This is an optimization exercise on Yosys and OpenROAD, whose aim is small area and a short achievable clock period, not a production implementation. RTL that was checked went through simulation tests only; none was proved equivalent to the original. The RTL of runs 2 and 3 was laid out without a check of its function. Power is estimated from default activity; no workload was simulated.

<file path="flow/run.sh">
#!/bin/bash
# synth_recipe.tcl (not shown) runs the flow's synth.tcl, then flattens the netlist and writes it again
# the make line also repeats each setting of config.mk as NAME=value (left out here)
make -C /OpenROAD-flow-scripts/flow DESIGN_CONFIG=/design/flow/config.mk WORK_HOME=/design/flow/orfs CLKGATE_MAP_FILE= SYNTH_SCRIPT=/design/flow/synth_recipe.tcl finish
</file>
<file path="flow/config.mk">
export PLATFORM = sky130hd
export DESIGN_NAME = result_serializer
export DESIGN_NICKNAME = result_serializer
export VERILOG_FILES = /design/flow/design.v
export SDC_FILE = /design/flow/constraint.sdc
export NUM_CORES = 4
export LEC_CHECK = 0
export CAP_MARGIN = 20
export CORE_MARGIN = 2
export CORE_UTILIZATION = 40
export SLEW_MARGIN = 20
</file>
<file path="flow/constraint.sdc">
create_clock -name core_clock -period 4.0 [get_ports {clk}]
set_input_delay 0.8000 -clock core_clock [delete_from_list [all_inputs] [get_ports {clk}]]
set_output_delay 0.8000 -clock core_clock [all_outputs]
set_load 0.01 [all_outputs]
</file>
<file path="flow/design.v">
module result_fifo #(
  parameter int DATA_W = 40,
  parameter int ADDR_W = 6
) (
  input  logic              clk,
  input  logic              rst,
  input  logic              wr_en,
  input  logic [DATA_W-1:0] din,
  input  logic              rd_en,
  output logic [DATA_W-1:0] dout,
  output logic [ADDR_W:0]   count
);
  localparam int                DEPTH      = 1 << ADDR_W;
  localparam logic [ADDR_W:0]   DEPTH_C    = {1'b1, {ADDR_W{1'b0}}};
  localparam logic [ADDR_W:0]   CNT_ZERO_C = {(ADDR_W+1){1'b0}};
  localparam logic [ADDR_W:0]   CNT_ONE_C  = {{ADDR_W{1'b0}}, 1'b1};
  localparam logic [ADDR_W-1:0] PTR_ONE_C  = {{(ADDR_W-1){1'b0}}, 1'b1};
  logic [DATA_W-1:0] mem_r [DEPTH];
  logic [ADDR_W-1:0] wr_ptr_r;
  logic [ADDR_W-1:0] rd_ptr_r;
  logic [ADDR_W:0]   count_r;
  logic [DATA_W-1:0] dout_r;
  logic              wr_ok_s;
  logic              rd_ok_s;
  assign wr_ok_s = wr_en && (count_r != DEPTH_C);
  assign rd_ok_s = rd_en && (count_r != CNT_ZERO_C);
  always_ff @(posedge clk) begin
    if (wr_ok_s) begin
      mem_r[wr_ptr_r] <= din;
    end
  end
  always_ff @(posedge clk) begin
    if (rst) begin
      dout_r <= {DATA_W{1'b0}};
    end else begin
      dout_r <= mem_r[rd_ptr_r];
    end
  end
  always_ff @(posedge clk) begin
    if (rst) begin
      wr_ptr_r <= {ADDR_W{1'b0}};
      rd_ptr_r <= {ADDR_W{1'b0}};
      count_r  <= CNT_ZERO_C;
    end else begin
      if (wr_ok_s) begin
        wr_ptr_r <= wr_ptr_r + PTR_ONE_C;
      end
      if (rd_ok_s) begin
        rd_ptr_r <= rd_ptr_r + PTR_ONE_C;
      end
      case ({wr_ok_s, rd_ok_s})
        2'b10:   count_r <= count_r + CNT_ONE_C;
        2'b01:   count_r <= count_r - CNT_ONE_C;
        default: count_r <= count_r;
      endcase
    end
  end
  assign dout  = dout_r;
  assign count = count_r;
endmodule
module result_serializer #(
  parameter int DATA_W = 40,
  parameter int ADDR_W = 6,
  parameter int SLACK  = 4
) (
  input  logic                 clk,
  input  logic                 rst,
  input  logic                 fifo_wr_en,
  input  logic [DATA_W-1:0]    dut_dout,
  output logic                 fifo_full,
  output logic [7:0]           byte_dout,
  output logic                 byte_valid,
  input  logic                 byte_ready,
  output logic [15:0]          word_count,
  output logic                 overflow
);
  localparam logic [7:0] SYNC_BYTE = 8'hA5;
  localparam logic [1:0] ST_IDLE   = 2'd0;
  localparam logic [1:0] ST_LOAD   = 2'd1;
  localparam logic [1:0] ST_SEND   = 2'd2;
  localparam int NB_L = DATA_W / 8;
  localparam int FRAME_B = NB_L;
  localparam logic [ADDR_W:0] DEPTH_C    = {1'b1, {ADDR_W{1'b0}}};
  localparam logic [ADDR_W:0] FULL_THR_C = (ADDR_W+1)'((1 << ADDR_W) - SLACK);
  localparam logic [ADDR_W:0] CNT_ZERO_C = {(ADDR_W+1){1'b0}};
  localparam logic [ADDR_W:0] CNT_ONE_C  = {{ADDR_W{1'b0}}, 1'b1};
  localparam logic [3:0]      LAST_IDX_C = 4'(FRAME_B - 1);
  logic [1:0]        state_r;
  logic [DATA_W-1:0] shift_r;
  logic [7:0]        byte_dout_r;
  logic              byte_valid_r;
  logic [3:0]        idx_r;
  logic [15:0]       word_count_r;
  logic              fifo_full_r;
  logic              overflow_r;
  logic [DATA_W-1:0] fifo_dout_s;
  logic [ADDR_W:0]   count_s;
  logic [ADDR_W:0]   count_next_s;
  logic              wr_accept_s;
  logic              pop_s;
  assign wr_accept_s = fifo_wr_en && (count_s != DEPTH_C);
  assign pop_s       = (state_r == ST_LOAD);
  result_fifo #(
    .DATA_W (DATA_W),
    .ADDR_W (ADDR_W)
  ) u_fifo (
    .clk   (clk),
    .rst   (rst),
    .wr_en (wr_accept_s),
    .din   (dut_dout),
    .rd_en (pop_s),
    .dout  (fifo_dout_s),
    .count (count_s)
  );
  always_comb begin
    count_next_s = count_s;
    case ({wr_accept_s, pop_s})
      2'b10:   count_next_s = count_s + CNT_ONE_C;
      2'b01:   count_next_s = count_s - CNT_ONE_C;
      default: count_next_s = count_s;
    endcase
  end
  always_ff @(posedge clk) begin
    if (rst) begin
      fifo_full_r <= 1'b0;
      overflow_r  <= 1'b0;
    end else begin
      fifo_full_r <= (count_next_s >= FULL_THR_C);
      if (fifo_wr_en && (count_s == DEPTH_C)) begin
        overflow_r <= 1'b1;
      end
    end
  end
  always_ff @(posedge clk) begin
    if (rst) begin
      state_r      <= ST_IDLE;
      shift_r      <= {DATA_W{1'b0}};
      byte_dout_r  <= 8'h00;
      byte_valid_r <= 1'b0;
      idx_r        <= 4'd0;
      word_count_r <= 16'h0000;
    end else begin
      case (state_r)
        ST_IDLE: begin
          byte_valid_r <= 1'b0;
          if (count_s != CNT_ZERO_C) begin
            state_r <= ST_LOAD;
          end
        end
        ST_LOAD: begin
          byte_dout_r <= fifo_dout_s[DATA_W-1 -: 8];
          shift_r     <= {fifo_dout_s[DATA_W-9:0], 8'h00};
          idx_r        <= 4'd0;
          byte_valid_r <= 1'b1;
          state_r      <= ST_SEND;
        end
        ST_SEND: begin
          if (byte_valid_r && byte_ready) begin
            if (idx_r == LAST_IDX_C) begin
              byte_valid_r <= 1'b0;
              if (word_count_r != 16'hFFFF) begin
                word_count_r <= word_count_r + 16'd1;
              end
              state_r <= (count_s != CNT_ZERO_C) ? ST_LOAD : ST_IDLE;
            end else begin
              byte_dout_r <= shift_r[DATA_W-1 -: 8];
              shift_r     <= {shift_r[DATA_W-9:0], 8'h00};
              idx_r       <= idx_r + 4'd1;
            end
          end
        end
        default: begin
          state_r      <= ST_IDLE;
          byte_valid_r <= 1'b0;
        end
      endcase
    end
  end
  assign fifo_full      = fifo_full_r;
  assign byte_dout      = byte_dout_r;
  assign byte_valid     = byte_valid_r;
  assign word_count     = word_count_r;
  assign overflow       = overflow_r;
endmodule
</file>
==> reports/metrics.yaml, run 1 <==
fin_skew_ns: 0.0692
cpMostUsedCell: "buf_4"
cts-hold-fix-buffers: 0
required_ns: 4.82
min_path_type: "primary input to register"
finalHoldViolations: 0
grt-ovfl-total: 0
start_kind: "register"
cts_buffer_depth: 4
cpMaxStageDelayCell: "a2111oi_0"
fin_area_um2: 119000
syn-num-nets: 4889
path_clk_slew_ns: 0.06
n_fill_cell: 20800
layout-drive-gt1-share: 0.260
core_um2: 254000
dp_hpwl_um: 172000
yosys_warnings: 2
yosysSeqAreaShare: 0.775
ir_drop_mv: 0.319
worst_r2r_path_depth: 8
max_freq_ghz: 0.274
cts_made_buffers: 287
drc: 0
crit_path_end_kind: "register"
postSynthCellCount: 4834
gp_congestion: 0.848
cts_root_buffer: "clkbuf_16"
cpPeakStageDelay_ns: 0.86
synth_flop_cell: "edfxtp_1"
place_area_um2: 110000
worst_pin_slew_ns: 1.19
synth-edff-count: 2560
die-area_um2: 260000
finalCriticalPeriod_ns: 3.66
synthArstFlopShare: 0
critPathTopFamily: "compound AO/OA/AOI/OAI gates"
utilization: 0.467
postSynthAreaPerCell_um2: 21.2
syn_area_um2: 102000
rsz0062_at_grt: "no"
die_y_um: 510
routed_wl_um: 282000
final_cells: 8834
status: "complete, no violations"
cp_num_buf_inv: 3
p_total_mw: 63.7
setup_viol: 0
final_max_slew_viol_count: 0
cp_cell_sequence: "buf_4 -> mux4_2 -> a22o_1 -> a2111oi_0 -> buf_4 -> a21oi_1 -> buf_4 -> a22o_1"
grt_pass1_wl_um: 396000
clock_latency_ns: 0.95
grt_pass1_vias: 51500
cts_resized: 0
start_util: 0.403
slew_headroom: 0.206
path_depth: 8
die_w_um: 510
drtPass1Iterations: 6
top_level_ports: 71
cap_violations: 0
drt_iter0_drc: 6298
grt_max_degree: 75
multi_input_area_um2: 22000
cp.arrival_ns: 4.47
area_delta_synth_final_pct: 15.9
vias_per_cell: 5.86
power_density_nw_per_um2: 536
avgRoutedWirePerCell_um: 31.9
cp_max_fo: 20
vias: 51800
ant_nets: 0
track_usage: 0.215
antenna_found_initial: 17
cts_tree: "yes"
ys_seq_elements: 2684
cts.sink_count: 2684
hold_depth: 1
cts_setup_buffers: 0
fin_nets: 5318
synth.distinct_cells: 63
regArea_um2: 79400
numPortBuffers: 70
rows: 185
dp_cells: 8338
leakage_nw: 35.8
criticalPathCategory: "register to register"
fin_crit_sh: 0.914
hold_slack_ns: 0.307
htreeDepth: 5
## power by group
| group | total (mW) | switching (mW) | internal, mW |
|---|---|---|---|
| sequential | 31.4 | 0.305 | 31.1 |
| clock | 25.5 | 10.5 | 15.0 |
| combinational | 6.77 | 3.81 | 2.95 |
## worst reg2reg max path: stages (launching register included)
cell,delay (ns)
dfxtp_4,0.65
buf_4,0.50
mux4_2,0.60
a22o_1,0.26
a2111oi_0,0.87
buf_4,0.23
a21oi_1,0.07
buf_4,0.19
a22o_1,0.18
## registers in the layout (all words and copies together) (netlist names), 2 cells and up
| register | count |
|---|---|
| u_fifo.rd_ptr_r | 6 |
| shift_r | 32 |
| word_count_r | 16 |
| idx_r | 4 |
| u_fifo.dout_r | 40 |
| u_fifo.mem_r | 2560 |
| u_fifo.wr_ptr_r | 6 |
| byte_dout_r | 8 |
| u_fifo.count_r | 7 |
| state_r | 2 |
## synth_stat cells (14+ instances only)
library cell,count,area share
edfxtp_1,2560,0.75
a22o_1,49,0.0042
a211oi_1,53,0.0039
buf_1,27,0.00099
nand3_1,23,0.0011
clkbuf_1,94,0.0034
inv_1,15,0.00055
o21ai_0,51,0.0025
buf_6,25,0.0027
a22oi_1,50,0.0037
mux4_2,532,0.12
mux2i_1,318,0.031
nor2b_1,20,0.0012
a21oi_1,112,0.0055
buf_2,96,0.0047
a2111oi_0,16,0.0014
a221oi_1,14,0.0012
o22ai_1,72,0.0044
nor2_1,160,0.0059
buf_4,43,0.0032
a311oi_1,32,0.0027
nand2_1,99,0.0036
dfxtp_1,124,0.024
o221ai_1,80,0.0068
## stage by stage
step,setup TNS (ns),setup slack [ns]
3_3_place_gp,-0.460,-0.460
5_1_grt,0,0.354
2_1_floorplan,0,0.0987
3_5_place_dp,0,0.384
6_report,0,0.344
4_1_cts,0,0.363
## worst paths after layout
kind | from | to | slack [ns]
setup / recovery | u_fifo.rd_ptr_r[0] | u_fifo.dout_r[8] | 0.34
hold / removal | dut_dout[24] | u_fifo.mem_r[52][24] | 0.31
setup reg to reg | u_fifo.rd_ptr_r[0] | u_fifo.dout_r[8] | 0.34
hold reg to reg | u_fifo.dout_r[23] | shift_r[31] | 0.46
## logic make-up (layout without fill, tap and decap cells)
kind of cell / Yosys count / count (layout) / share of synthesized area
simple gates: 373 / 373 / 0.0165
flops: 2684 / 2684 / 0.775
xor+xnor: 24 / 24 / 0.00205
compound gates: 581 / 581 / 0.0405
mux: 856 / 856 / 0.149
fa+ha+maj: 11 / 11 / 0.00134
buf+inv: 305 / 931 / 0.0163
other cells: 0 / 8 / 0
## cell type report
type	instances	share of cell area
antenna	8	0.000169
sequential	2684	0.669
inverter	15	0.000474
clock buffer	362	0.0651
tap	3366	0.0355
multi-input combinational	1845	0.185
timing repair buffer	430	0.0351
clock inverter	124	0.00979
## cells in the final DEF (no fill, tap or decap), drive strengths merged, types with 20 or more instances in the layout
master and n:
a2111oi 26, nor2 160, a21oi 112, o22ai 72, o221ai 80, nor2b 20, a311oi 32, clkdlybuf4s50 29
edfxtp 2560, nand2 99, buf 401, a22oi 50, nand3 23, mux4 532, o21ai 55, a22o 49
bufinv 21, mux2i 318, dfxtp 124, a211oi 53, inv 22, clkinv 87, clkbuf 362
## layer usage
| metal | global-route usage | vias up | wire (µm) | part of all wire |
|---|---|---|---|---|
| li1 | - | 21200 | - | - |
| met1 | 0.300 | 28000 | 117000 | 0.41 |
| met2 | 0.347 | 2218 | 137000 | 0.49 |
| met3 | 0.0363 | 386 | 19800 | 0.070 |
| met4 | 0.0667 | 12 | 8350 | 0.030 |
| met5 | 0 | - | 66 | 0.00023 |
==> inputs of run 2 (changes only) <==
==> flow/design.v (replaced) <==
module result_fifo #(
  parameter int DATA_W = 40,
  parameter int ADDR_W = 6
) (
  input  logic              clk,
  input  logic              wr_en,
  input  logic [ADDR_W-1:0] wr_ptr,
  input  logic [DATA_W-1:0] din,
  input  logic [ADDR_W-1:0] rd_ptr,
  output logic [DATA_W-1:0] dout
);
  localparam int DEPTH = 1 << ADDR_W;
  logic [DATA_W-1:0] mem_r [DEPTH];
  logic [DEPTH-1:0]  rd_sel_s;
  always_ff @(posedge clk) begin
    if (wr_en) begin
      mem_r[wr_ptr] <= din;
    end
  end
  assign rd_sel_s = {{(DEPTH-1){1'b0}}, 1'b1} << rd_ptr;
  always_comb begin
    dout = '0;
    for (int i = 0; i < DEPTH; i++) begin
      dout = dout | (mem_r[i] & {DATA_W{rd_sel_s[i]}});
    end
  end
endmodule
module result_serializer #(
  parameter int DATA_W = 40,
  parameter int ADDR_W = 6,
  parameter int SLACK  = 4
) (
  input  logic                 clk,
  input  logic                 rst,
  input  logic                 fifo_wr_en,
  input  logic [DATA_W-1:0]    dut_dout,
  output logic                 fifo_full,
  output logic [7:0]           byte_dout,
  output logic                 byte_valid,
  input  logic                 byte_ready,
  output logic [15:0]          word_count,
  output logic                 overflow
);
  localparam logic [ADDR_W:0] FULL_THR_C = (ADDR_W+1)'((1 << ADDR_W) - SLACK);
  logic [ADDR_W-1:0] wr_ptr_r;
  logic [ADDR_W-1:0] rd_ptr_r;
  logic [ADDR_W:0]   count_r;
  logic              fifo_full_r;
  logic              overflow_r;
  logic              load_r;
  logic              valid_r;
  logic [2:0]        idx_r;
  logic [7:0]        byte_dout_r;
  logic [DATA_W-9:0] shift_r;
  logic [15:0]       word_count_r;
  logic [DATA_W-1:0] head_s;
  logic              at_cap_s;
  logic              nonempty_s;
  logic              wr_ok_s;
  logic              accept_s;
  logic              last_s;
  logic [ADDR_W:0]   count_next_s;
  assign at_cap_s   = count_r[ADDR_W];
  assign nonempty_s = (count_r != '0);
  assign wr_ok_s    = fifo_wr_en && !at_cap_s;
  assign accept_s   = valid_r && byte_ready;
  assign last_s     = (idx_r == 3'd4);
  result_fifo #(
    .DATA_W (DATA_W),
    .ADDR_W (ADDR_W)
  ) u_fifo (
    .clk    (clk),
    .wr_en  (wr_ok_s),
    .wr_ptr (wr_ptr_r),
    .din    (dut_dout),
    .rd_ptr (rd_ptr_r),
    .dout   (head_s)
  );
  always_comb begin
    case ({wr_ok_s, load_r})
      2'b10:   count_next_s = count_r + 1'b1;
      2'b01:   count_next_s = count_r - 1'b1;
      default: count_next_s = count_r;
    endcase
  end
  always_ff @(posedge clk) begin
    if (rst) begin
      wr_ptr_r    <= '0;
      rd_ptr_r    <= '0;
      count_r     <= '0;
      fifo_full_r <= 1'b0;
      overflow_r  <= 1'b0;
    end else begin
      if (wr_ok_s) wr_ptr_r <= wr_ptr_r + 1'b1;
      if (load_r)  rd_ptr_r <= rd_ptr_r + 1'b1;
      count_r     <= count_next_s;
      fifo_full_r <= (count_next_s >= FULL_THR_C);
      if (fifo_wr_en && at_cap_s) overflow_r <= 1'b1;
    end
  end
  always_ff @(posedge clk) begin
    if (rst) begin
      load_r       <= 1'b0;
      valid_r      <= 1'b0;
      word_count_r <= '0;
    end else begin
      if (load_r) begin
        load_r  <= 1'b0;
        valid_r <= 1'b1;
      end else if (!valid_r) begin
        load_r  <= nonempty_s;
      end else if (accept_s && last_s) begin
        valid_r <= 1'b0;
        load_r  <= nonempty_s;
        if (word_count_r != 16'hFFFF) word_count_r <= word_count_r + 1'b1;
      end
    end
  end
  always_ff @(posedge clk) begin
    if (load_r) begin
      byte_dout_r <= head_s[DATA_W-1 -: 8];
      shift_r     <= head_s[DATA_W-9:0];
      idx_r       <= 3'd0;
    end else if (accept_s && !last_s) begin
      byte_dout_r <= shift_r[DATA_W-9 -: 8];
      shift_r     <= {shift_r[DATA_W-17:0], 8'h00};
      idx_r       <= idx_r + 3'd1;
    end
  end
  assign fifo_full  = fifo_full_r;
  assign byte_dout  = byte_dout_r;
  assign byte_valid = valid_r;
  assign word_count = word_count_r;
  assign overflow   = overflow_r;
endmodule
--- a/flow/config.mk
+++ b/flow/config.mk
@@ -8,4 +8,5 @@
 export CAP_MARGIN = 20
 export CORE_MARGIN = 2
-export CORE_UTILIZATION = 40
+export CORE_UTILIZATION = 60
+export SETUP_SLACK_MARGIN = 1.7
 export SLEW_MARGIN = 20
==> run 2 against run 1 <==
Area after synthesis down 5.0%. Final area up 1.9%. Total power down 3.0%. Largest power group unchanged.
==> reports/metrics.yaml, run 2 <==
synth_flop_cell: "edfxtp_1"  # unchanged
finalHoldViolations: 0  # unchanged
path_clk_slew_ns: 0.06  # about the same
cap_violations: 0  # unchanged
cts_tree: "yes"  # unchanged
grt_max_degree: 65  # was 75
vias_per_cell: 7.86  # was 5.86
final_common_cell: "edfxtp_1"  # unchanged
cp_max_fo: 6  # was 20
routed_wl_um: 431000  # was 282000 µm
drc: 0  # unchanged
drtPass1Iterations: 9  # was 6
cts_made_buffers: 280  # was 287
dp_hpwl_um: 247000  # was 172000 µm
clkPwrFrac: 0.402  # was 0.401
cp.arrival_ns: 4.14  # was 4.47 ns
fin_nets: 6376  # was 5318
top_level_ports: 71  # unchanged
cpPeakStageDelay_ns: 1.12  # was 0.86 ns
synthArstFlopShare: 0  # unchanged
grt_pass1_vias: 61000  # was 51500
criticalPathCategory: "register to register"  # unchanged
grt_pass1_wl_um: 552000  # was 396000 µm
status: "complete, no violations"  # unchanged
leakage_nw: 39.7  # was 35.8 nW
pwr-share-comb: 0.092  # was 0.106
worst_r2r_path_depth: 9  # was 8
cpMaxStageDelayCell: "a222oi_1"  # was a2111oi_0
synth.distinct_cells: 81  # was 63
r2r_slack_ns: 0.55  # was 0.34 ns
power_density_nw_per_um2: 511  # was 536 nW/µm²
htreeDepth: 5  # unchanged
hp-start: "dut_dout[19]"  # was dut_dout[24]
cts-hold-fix-buffers: 0  # unchanged
fin_area_um2: 121000  # was 119000 µm²
final_max_slew_viol_count: 0  # unchanged
grt-ovfl-total: 0  # unchanged
place_area_um2: 106000  # was 110000 µm²
syn_area_um2: 97300  # was 102000 µm²
fin_crit_sh: 0.861  # was 0.914
postSynthCellCount: 5408  # was 4834
core_um2: 161000  # was 254000 µm²
hold_end: "u_fifo.mem_r[3][19]"  # was u_fifo.mem_r[52][24]
power_switching_mw: 14.8  # was 14.7 mW
cp_cell_sequence: "inv_4 -> ha_4 -> nand3b_1 -> buf_6 -> nor2_4 -> buf_12 -> a222oi_1 -> or4b_4 -> o32a_1"  # was buf_4 -> mux4_2 -> a22o_1 -> a2111oi_0 -> buf_4 -> a21oi_1 -> buf_4 -> a22o_1
synth_top_area_share: 0.802  # was 0.750
n_fill_cell: 9461  # was 20800
largest_reg_flops: 2560  # unchanged
vias: 68200  # was 51800
required_ns: 4.69  # was 4.82 ns
seqPwrFrac: 0.506  # was 0.493
antenna_found_initial: 29  # was 17
r2r-end: "byte_dout_r[1]"  # was u_fifo.dout_r[8]
start_util: 0.605  # was 0.403
syn-num-nets: 5469  # was 4889
max_freq_ghz: 0.290  # was 0.274 GHz
ys_seq_elements: 2642  # was 2684
die-area_um2: 165000  # was 260000 µm²
postSynthAreaPerCell_um2: 18.0  # was 21.2 µm²
rsz0062_at_grt: "yes"  # was no
start_kind: "register"  # unchanged
yosys_warnings: 2  # unchanged
track_usage: 0.512  # was 0.215
fin_skew_ns: 0.0490  # was 0.0692 ns
hold_depth: 1  # unchanged
ant_nets: 0  # unchanged
largest-register: "u_fifo.mem_r"  # unchanged
crit_path_end_kind: "register"  # unchanged
finalCriticalPeriod_ns: 3.45  # was 3.66 ns
final_cell_mix: "2600 x edfxtp_1, 762 x a22oi_1, 542 x buf_4, 305 x clkbuf_16, 206 x buf_12"  # was 2560 x edfxtp_1, 532 x mux4_2, 318 x mux2i_1, 299 x buf_4, 294 x clkbuf_16
drt_iter0_drc: 16700  # was 6298
synth.most_common_cell: "edfxtp_1"  # unchanged
synth.largest_area_cell: "edfxtp_1"  # unchanged
die_y_um: 407  # was 510 µm
synth-edff-count: 2600  # was 2560
hold_slack_ns: 0.205  # was 0.307 ns
reg_top3: "u_fifo.mem_r (2560), shift_r (32), word_count_r (16)"  # was u_fifo.mem_r (2560), u_fifo.dout_r (40), shift_r (32)
rows: 147  # was 185
slew_headroom: 0.113  # was 0.206
setup_viol: 0  # unchanged
gp_congestion: 0.951  # was 0.848
die_w_um: 407  # was 510 µm
swShare: 0.239  # was 0.230
dpl_worst_slack_ns: -0.0111  # was 0.384 ns
synth_area_leaders: "edfxtp_1 80%, a22oi_1 6.4%, mux2i_1 1.3%"  # was edfxtp_1 75%, mux4_2 12%, mux2i_1 3.1%
clock_latency_ns: 0.95  # about the same
ir_drop_mv: 0.571  # was 0.319 mV
area_delta_synth_final_pct: 24.3  # was 15.9%
cts_root_buffer: "clkbuf_16"  # unchanged
min_path_type: "primary input to register"  # unchanged
p_int_mw: 47.0  # was 49.0 mW
worst_pin_slew_ns: 1.33  # was 1.19 ns
utilization: 0.752  # was 0.467
yosysSeqAreaShare: 0.811  # was 0.775
avgRoutedWirePerCell_um: 49.7  # was 31.9 µm
layout-drive-gt1-share: 0.264  # was 0.260
synth_common_cells: "2600 x edfxtp_1, 833 x a22oi_1, 229 x nor2_1"  # was 2560 x edfxtp_1, 532 x mux4_2, 318 x mux2i_1
cts_buffer_depth: 4  # unchanged
r2r-start: "rd_ptr_r[0]"  # was u_fifo.rd_ptr_r[0]
cts.sink_count: 2642  # was 2684
numPortBuffers: 70  # unchanged
setup_slack_ns: 0.555  # was 0.344 ns
==> run 2: changes by cell type after synthesis, sizes merged, moves of 42 or more <==
cell    previous run  this run
a211oi            53        11
mux4             532         4
a22oi             50       833
a21oi            112        49
nand3             23        82
nand2             99       171
mux2i            318       127
nor2             160       229
o221ai            80         7
o22ai             72        28
dfxtp            124        42
and3               3       115
nand4             10       139
==> run 2: kinds of logic after synthesis <==
logic type,share of synthesized area
flops,0.811
xor+xnor,0.00261
simple gates,0.0507
compound gates,0.104
mux,0.0155
fa+ha+maj,0.00226
buf+inv,0.0143
==> run 2: layout make-up <==
class | instances | area [µm²] | area share
Clock buffer | 366 | 7560 | 0.0625
Inverter | 16 | 73.8 | 0.000610
Multi-Input combinational cell | 2444 | 19900 | 0.165
Sequential cell | 2642 | 79000 | 0.653
Clock inverter | 106 | 886 | 0.00733
Tap cell | 2160 | 2700 | 0.0223
Antenna cell | 18 | 45.0 | 0.000372
Timing Repair Buffer | 931 | 10800 | 0.0891
==> run 2: worst max-delay path by stage <==
stage	startpoint	end	slack, ns
5_1_grt	rd_ptr_r[4]	shift_r[20]	0.71
6_report	rd_ptr_r[0]	byte_dout_r[1]	0.55
3_3_place_gp	rd_ptr_r[5]	byte_dout_r[3]	-0.35
2_1_floorplan	fifo_wr_en	u_fifo.mem_r[48][0]	0.98
4_1_cts	rd_ptr_r[0]	byte_dout_r[1]	0.78
3_5_place_dp	rd_ptr_r[0]	shift_r[27]	-0.01
==> run 2: power groups by stage <==
| stage | Combinational (mW) | Sequential (mW) | Clock [mW] |
|---|---|---|---|
| detailed placement | 4.31 | 31.8 | 0 |
| global placement | 4.27 | 31.8 | 0 |
| global route | 5.58 | 31.2 | 25.7 |
| floorplan | 1.62 | 31.6 | 0 |
| CTS | 4.77 | 31.2 | 24.6 |
| finish | 5.69 | 31.3 | 24.8 |
==> run 2: critical path, delay by kind of cell (launching register included) <==
family,cells,cell delay (ns)
flip-flops,1,0.40
buffers and inverters,3,0.35
AND/OR/NAND/NOR,3,0.83
adder cells (fa/ha/maj),1,0.19
AO/OA/AOI/OAI,2,1.41
==> run 2: routing by layer <==
metal	share of wire	up-vias	GRT usage
li1	-	24400	-
met1	0.31	33500	0.664
met2	0.40	8298	0.699
met3	0.20	2076	0.230
met4	0.090	20	0.336
met5	0.00061	-	0.00803
==> run 2: repair_timing <==
| item | CTS | global route |
|---|---|---|
| buffers inserted | 197 | 110 |
| gates cloned | 14 | 14 |
| setup endpoints to repair | 1443 | 1860 |
| pin swaps | 102 | 136 |
| hold endpoints to repair | 0 | 0 |
| gates resized for setup | 329 | 304 |
==> run 2: through the flow <==
| stage | TNS, ns | instances | total power, mW |
|---|---|---|---|
| floorplan | 0 | 5408 | 33.2 |
| global placement | -0.355 | 7857 | 36.1 |
| detailed placement | -0.0111 | 7858 | 36.1 |
| CTS | 0 | 8541 | 60.6 |
| global route | 0 | 8671 | 62.5 |
| finish | 0 | 8683 | 61.8 |
==> inputs of run 3 (changes only) <==
--- a/flow/design.v
+++ b/flow/design.v
@@ -7,10 +7,10 @@
   input  logic [ADDR_W-1:0] wr_ptr,
   input  logic [DATA_W-1:0] din,
-  input  logic [ADDR_W-1:0] rd_ptr,
+  input  logic [7:0]        rd_hi,
+  input  logic [7:0]        rd_lo,
   output logic [DATA_W-1:0] dout
 );
   localparam int DEPTH = 1 << ADDR_W;
   logic [DATA_W-1:0] mem_r [DEPTH];
-  logic [DEPTH-1:0]  rd_sel_s;
   always_ff @(posedge clk) begin
     if (wr_en) begin
@@ -18,9 +18,8 @@
     end
   end
-  assign rd_sel_s = {{(DEPTH-1){1'b0}}, 1'b1} << rd_ptr;
   always_comb begin
     dout = '0;
     for (int i = 0; i < DEPTH; i++) begin
-      dout = dout | (mem_r[i] & {DATA_W{rd_sel_s[i]}});
+      dout = dout | (mem_r[i] & {DATA_W{rd_hi[i / 8] & rd_lo[i % 8]}});
     end
   end
@@ -44,5 +43,6 @@
   localparam logic [ADDR_W:0] FULL_THR_C = (ADDR_W+1)'((1 << ADDR_W) - SLACK);
   logic [ADDR_W-1:0] wr_ptr_r;
-  logic [ADDR_W-1:0] rd_ptr_r;
+  logic [7:0]        rd_hi_r;
+  logic [7:0]        rd_lo_r;
   logic [ADDR_W:0]   count_r;
   logic              fifo_full_r;
@@ -74,5 +74,6 @@
     .wr_ptr (wr_ptr_r),
     .din    (dut_dout),
-    .rd_ptr (rd_ptr_r),
+    .rd_hi  (rd_hi_r),
+    .rd_lo  (rd_lo_r),
     .dout   (head_s)
   );
@@ -87,5 +88,6 @@
     if (rst) begin
       wr_ptr_r    <= '0;
-      rd_ptr_r    <= '0;
+      rd_hi_r     <= 8'd1;
+      rd_lo_r     <= 8'd1;
       count_r     <= '0;
       fifo_full_r <= 1'b0;
@@ -93,5 +95,8 @@
     end else begin
       if (wr_ok_s) wr_ptr_r <= wr_ptr_r + 1'b1;
-      if (load_r)  rd_ptr_r <= rd_ptr_r + 1'b1;
+      if (load_r) begin
+        rd_lo_r <= {rd_lo_r[6:0], rd_lo_r[7]};
+        if (rd_lo_r[7]) rd_hi_r <= {rd_hi_r[6:0], rd_hi_r[7]};
+      end
       count_r     <= count_next_s;
       fifo_full_r <= (count_next_s >= FULL_THR_C);
--- a/flow/config.mk
+++ b/flow/config.mk
@@ -9,4 +9,5 @@
 export CORE_MARGIN = 2
 export CORE_UTILIZATION = 60
+export CTS_BUF_LIST = sky130_fd_sc_hd__clkbuf_8
 export SETUP_SLACK_MARGIN = 1.7
 export SLEW_MARGIN = 20
==> run 3 against run 2 <==
Clock-buffer cell count up 60. Critical path depth down 3. Total power down 6.0%. Core utilization down 1.8 points. First-iteration DRC count up 2.0%. Sequential cell count up 10. Sequential share of layout area up 1.7 points.
==> reports/metrics.yaml, run 3 <==
status: "complete, no violations"  # unchanged
power_density_nw_per_um2: 491  # was 511 nW/µm²
cp_cell_sequence: "buf_12 -> a222oi_1 -> o22ai_1 -> nor3_2 -> nand4b_1 -> o22a_1"  # was inv_4 -> ha_4 -> nand3b_1 -> buf_6 -> nor2_4 -> buf_12 -> a222oi_1 -> or4b_4 -> o32a_1
cap_violations: 0  # unchanged
final_max_slew_viol_count: 0  # unchanged
synth-edff-count: 2600  # unchanged
ant_nets: 0  # unchanged
grt_max_degree: 66  # was 65
clock_latency_ns: 1.15  # was 0.95 ns
cts_buffer_depth: 4  # unchanged
clkPwrFrac: 0.364  # was 0.402
synth_common_cells: "2600 x edfxtp_1, 775 x a22oi_1, 229 x a21oi_1"  # was 2600 x edfxtp_1, 833 x a22oi_1, 229 x nor2_1
pwr-share-comb: 0.097  # was 0.092
die_w_um: 407  # about the same
swShare: 0.256  # was 0.239
p_int_mw: 43.2  # was 47.0 mW
slew_headroom: 0.211  # was 0.113
leakage_nw: 37.1  # was 39.7 nW
drt_iter0_drc: 17100  # was 16700
htreeDepth: 5  # unchanged
drc: 0  # unchanged
grt-ovfl-total: 0  # unchanged
track_usage: 0.503  # was 0.512
dp_cells: 7650  # was 7858
required_ns: 4.88  # was 4.69 ns
synth_flop_cell: "edfxtp_1"  # unchanged
hp-start: "dut_dout[15]"  # was dut_dout[19]
final_cell_mix: "2600 x edfxtp_1, 708 x a22oi_1, 427 x clkbuf_8, 368 x buf_4, 209 x a21oi_1"  # was 2600 x edfxtp_1, 762 x a22oi_1, 542 x buf_4, 305 x clkbuf_16, 206 x buf_12
setup_tns_ns: 0  # unchanged
die-area_um2: 166000  # was 165000 µm²
path_clk_slew_ns: 0.07  # was 0.06 ns
syn_area_um2: 97400  # was 97300 µm²
yosys_warnings: 2  # unchanged
hold_depth: 1  # unchanged
fin_skew_ns: 0.0638  # was 0.0490 ns
final_common_cell: "edfxtp_1"  # unchanged
synth.distinct_cells: 70  # was 81
drtPass1Iterations: 14  # was 9
fin_crit_sh: 0.659  # was 0.861
min_path_type: "primary input to register"  # unchanged
reg_top3: "u_fifo.mem_r (2560), shift_r (32), word_count_r (16)"  # unchanged
cts_made_buffers: 421  # was 280
syn-num-nets: 5536  # was 5469
avgRoutedWirePerCell_um: 49.0  # was 49.7 µm
postSynthCellCount: 5481  # was 5408
core_um2: 161000  # about the same
synthArstFlopShare: 0  # unchanged
start_kind: "register"  # unchanged
p_total_mw: 58.1  # was 61.8 mW
cpPeakStageDelay_ns: 0.69  # was 1.12 ns
vias_per_cell: 7.91  # was 7.86
ir_drop_mv: 0.459  # was 0.571 mV
utilization: 0.734  # was 0.752
routed_wl_um: 429000  # was 431000 µm
regArea_um2: 79200  # was 79000 µm²
cp_num_buf_inv: 1  # was 3
seqPwrFrac: 0.539  # was 0.506
finalHoldViolations: 0  # unchanged
start_util: 0.605  # about the same
largest-register: "u_fifo.mem_r"  # unchanged
synth.largest_area_cell: "edfxtp_1"  # unchanged
power_switching_mw: 14.9  # was 14.8 mW
yosysSeqAreaShare: 0.812  # was 0.811
synth_area_leaders: "edfxtp_1 80%, a22oi_1 6.0%, a222oi_1 1.7%"  # was edfxtp_1 80%, a22oi_1 6.4%, mux2i_1 1.3%
largest_reg_flops: 2560  # unchanged
top_level_ports: 71  # unchanged
final_cells: 8754  # was 8683
postSynthAreaPerCell_um2: 17.8  # was 18.0 µm²
die_y_um: 407  # about the same
setup_viol: 0  # unchanged
worst_r2r_path_depth: 6  # was 9
r2r-end: "shift_r[22]"  # was byte_dout_r[1]
grt_pass1_wl_um: 547000  # was 552000 µm
max_freq_ghz: 0.379  # was 0.290 GHz
fin_nets: 6312  # was 6376
gp_congestion: 0.899  # was 0.951
worst_pin_slew_ns: 1.18  # was 1.33 ns
r2r_slack_ns: 1.36  # was 0.55 ns
cts-hold-fix-buffers: 0  # unchanged
criticalPathCategory: "register to register"  # unchanged
cp.arrival_ns: 3.52  # was 4.14 ns
synth.most_common_cell: "edfxtp_1"  # unchanged
antenna_found_initial: 25  # was 29
vias: 69200  # was 68200
layout-drive-gt1-share: 0.250  # was 0.264
critPathTopFamily: "compound AO/OA/AOI/OAI gates"  # unchanged
numPortBuffers: 70  # unchanged
r2r-start: "rd_hi_r[7]"  # was rd_ptr_r[0]
n_fill_cell: 9912  # was 9461
cts.sink_count: 2652  # was 2642
cp_max_fo: 65  # was 6
cts_tree: "yes"  # unchanged
rows: 147  # unchanged
crit_path_end_kind: "register"  # unchanged
rsz0062_at_grt: "yes"  # unchanged
cts_root_buffer: "clkbuf_8"  # was clkbuf_16
synth_top_area_share: 0.802  # about the same
finalCriticalPeriod_ns: 2.64  # was 3.45 ns
hold_end: "u_fifo.mem_r[28][15]"  # was u_fifo.mem_r[3][19]
multi_input_area_um2: 18700  # was 19900 µm²
grt_pass1_vias: 62400  # was 61000
cpMaxStageDelayCell: "a222oi_1"  # unchanged
dp_hpwl_um: 213000  # was 247000 µm
ys_seq_elements: 2652  # was 2642
area_delta_synth_final_pct: 21.3  # was 24.3%
run 3: cell count changes after synthesis, moves of 60 or more:
| cell | previous run | this run |
|---|---|---|
| a21oi_1 | 49 | 229 |
| a222oi_1 | 25 | 163 |
| a32oi_1 | 10 | 79 |
| and3_1 | 114 | 14 |
| buf_1 | 41 | 145 |
| buf_2 | 124 | 64 |
| clkbuf_1 | 134 | 200 |
| mux2i_1 | 127 | 9 |
| nand2_1 | 170 | 69 |
| nand4_1 | 139 | 44 |
| o22ai_1 | 28 | 168 |
run 3: power by group through the flow:
stage | Clock (mW) | Sequential, mW | Combinational [mW]
global route | 22.1 | 31.3 | 5.55
CTS | 20.9 | 31.3 | 4.89
global placement | 0 | 31.9 | 4.08
floorplan | 0 | 31.7 | 1.90
detailed placement | 0 | 31.9 | 4.11
finish | 21.2 | 31.3 | 5.60
run 3: worst max-delay path by stage:
stage | from | end | depth (start not counted)
after floorplan | fifo_wr_en | u_fifo.mem_r[47][0] | 6
after global placement | fifo_wr_en | fifo_full_r | 10
after detailed placement | fifo_wr_en | fifo_full_r | 10
after CTS | rd_hi_r[7] | shift_r[23] | 6
after global routing | rd_lo_r[3] | shift_r[30] | 9
final | rd_hi_r[7] | shift_r[22] | 6
run 3: cells by family (layout without fill, tap and decap cells):
family          count (synthesis)  after routing  synth area share
compound gates               1715           1715             0.132
xor+xnor                       23             23           0.00207
fa+ha+maj                      11             11           0.00149
buf+inv                       435           1526            0.0177
flops                        2652           2652             0.812
mux                            10             10           0.00104
other cells                     0             22                 0
simple gates                  635            635            0.0334
run 3: cell type report:
cell class,instances,area share
Sequential cell,2652,0.670
Multi-Input combinational cell,2394,0.158
Timing Repair Buffer,764,0.0843
Clock buffer,426,0.0496
Tap cell,2160,0.0229
Clock inverter,312,0.0126
Inverter,24,0.00147
Antenna cell,22,0.000466
run 3: per-stage QoR:
step           area [µm²]  hold WS, ns  setup WS [ns]
6_report           118000       0.0846           1.36
5_1_grt            118000       0.0788           1.41
4_1_cts            115000       0.0623           1.28
3_5_place_dp       104000        0.471          0.331
3_3_place_gp       103000        0.476          0.344
2_1_floorplan       97700        0.487          0.991
run 3: per-layer routing:
| metal | share of wire | GRT usage | up-vias |
|---|---|---|---|
| met5 | 0.00032 | 0 | - |
| met4 | 0.088 | 0.338 | 18 |
| met3 | 0.19 | 0.198 | 1854 |
| met2 | 0.41 | 0.692 | 8418 |
| met1 | 0.32 | 0.664 | 34100 |
| li1 | - | - | 24900 |
run 3: repair_timing:
| action | 4_1_cts | 5_1_grt |
|---|---|---|
| setup buffers | 194 | 99 |
| setup endpoints to repair | 1349 | 479 |
| pin swaps | 162 | 169 |
| resized for setup | 540 | 254 |
| gates cloned | 25 | 25 |

[what the ideal ports hide]
No port has a modelled driver above. Below, the same layouts with a new extraction and two added sets of constraints. Step 1 sets driving cells, clkbuf_16 on the clock port and buf_2 on the other inputs (assumed; they add their load-dependent delay and slew). Step 2 also shifts input and output timing later by t, the mid clock arrival at the registers, as if the neighbouring blocks saw the same clock. Three values: ideal, step 1, step 2; two values: the first two.
run	t, ns	slack for setup (ns)	worst register clock-pin slew, ns	worst data-port slew with drivers (ns)
run 1	1.012	0.344 / 0.344 / 0.344	0.07 / 0.07	0.10
run 2	1.016	0.555 / 0.555 / 0.555	0.07 / 0.07	0.18
run 3	1.211	1.362 / 1.336 / 0.607	0.07 / 0.07	0.16
After both steps every run listed still meets setup and hold. The setup slack of run 3, which loses most, moves by -0.026 ns with the drivers and by -0.755 ns with both steps.
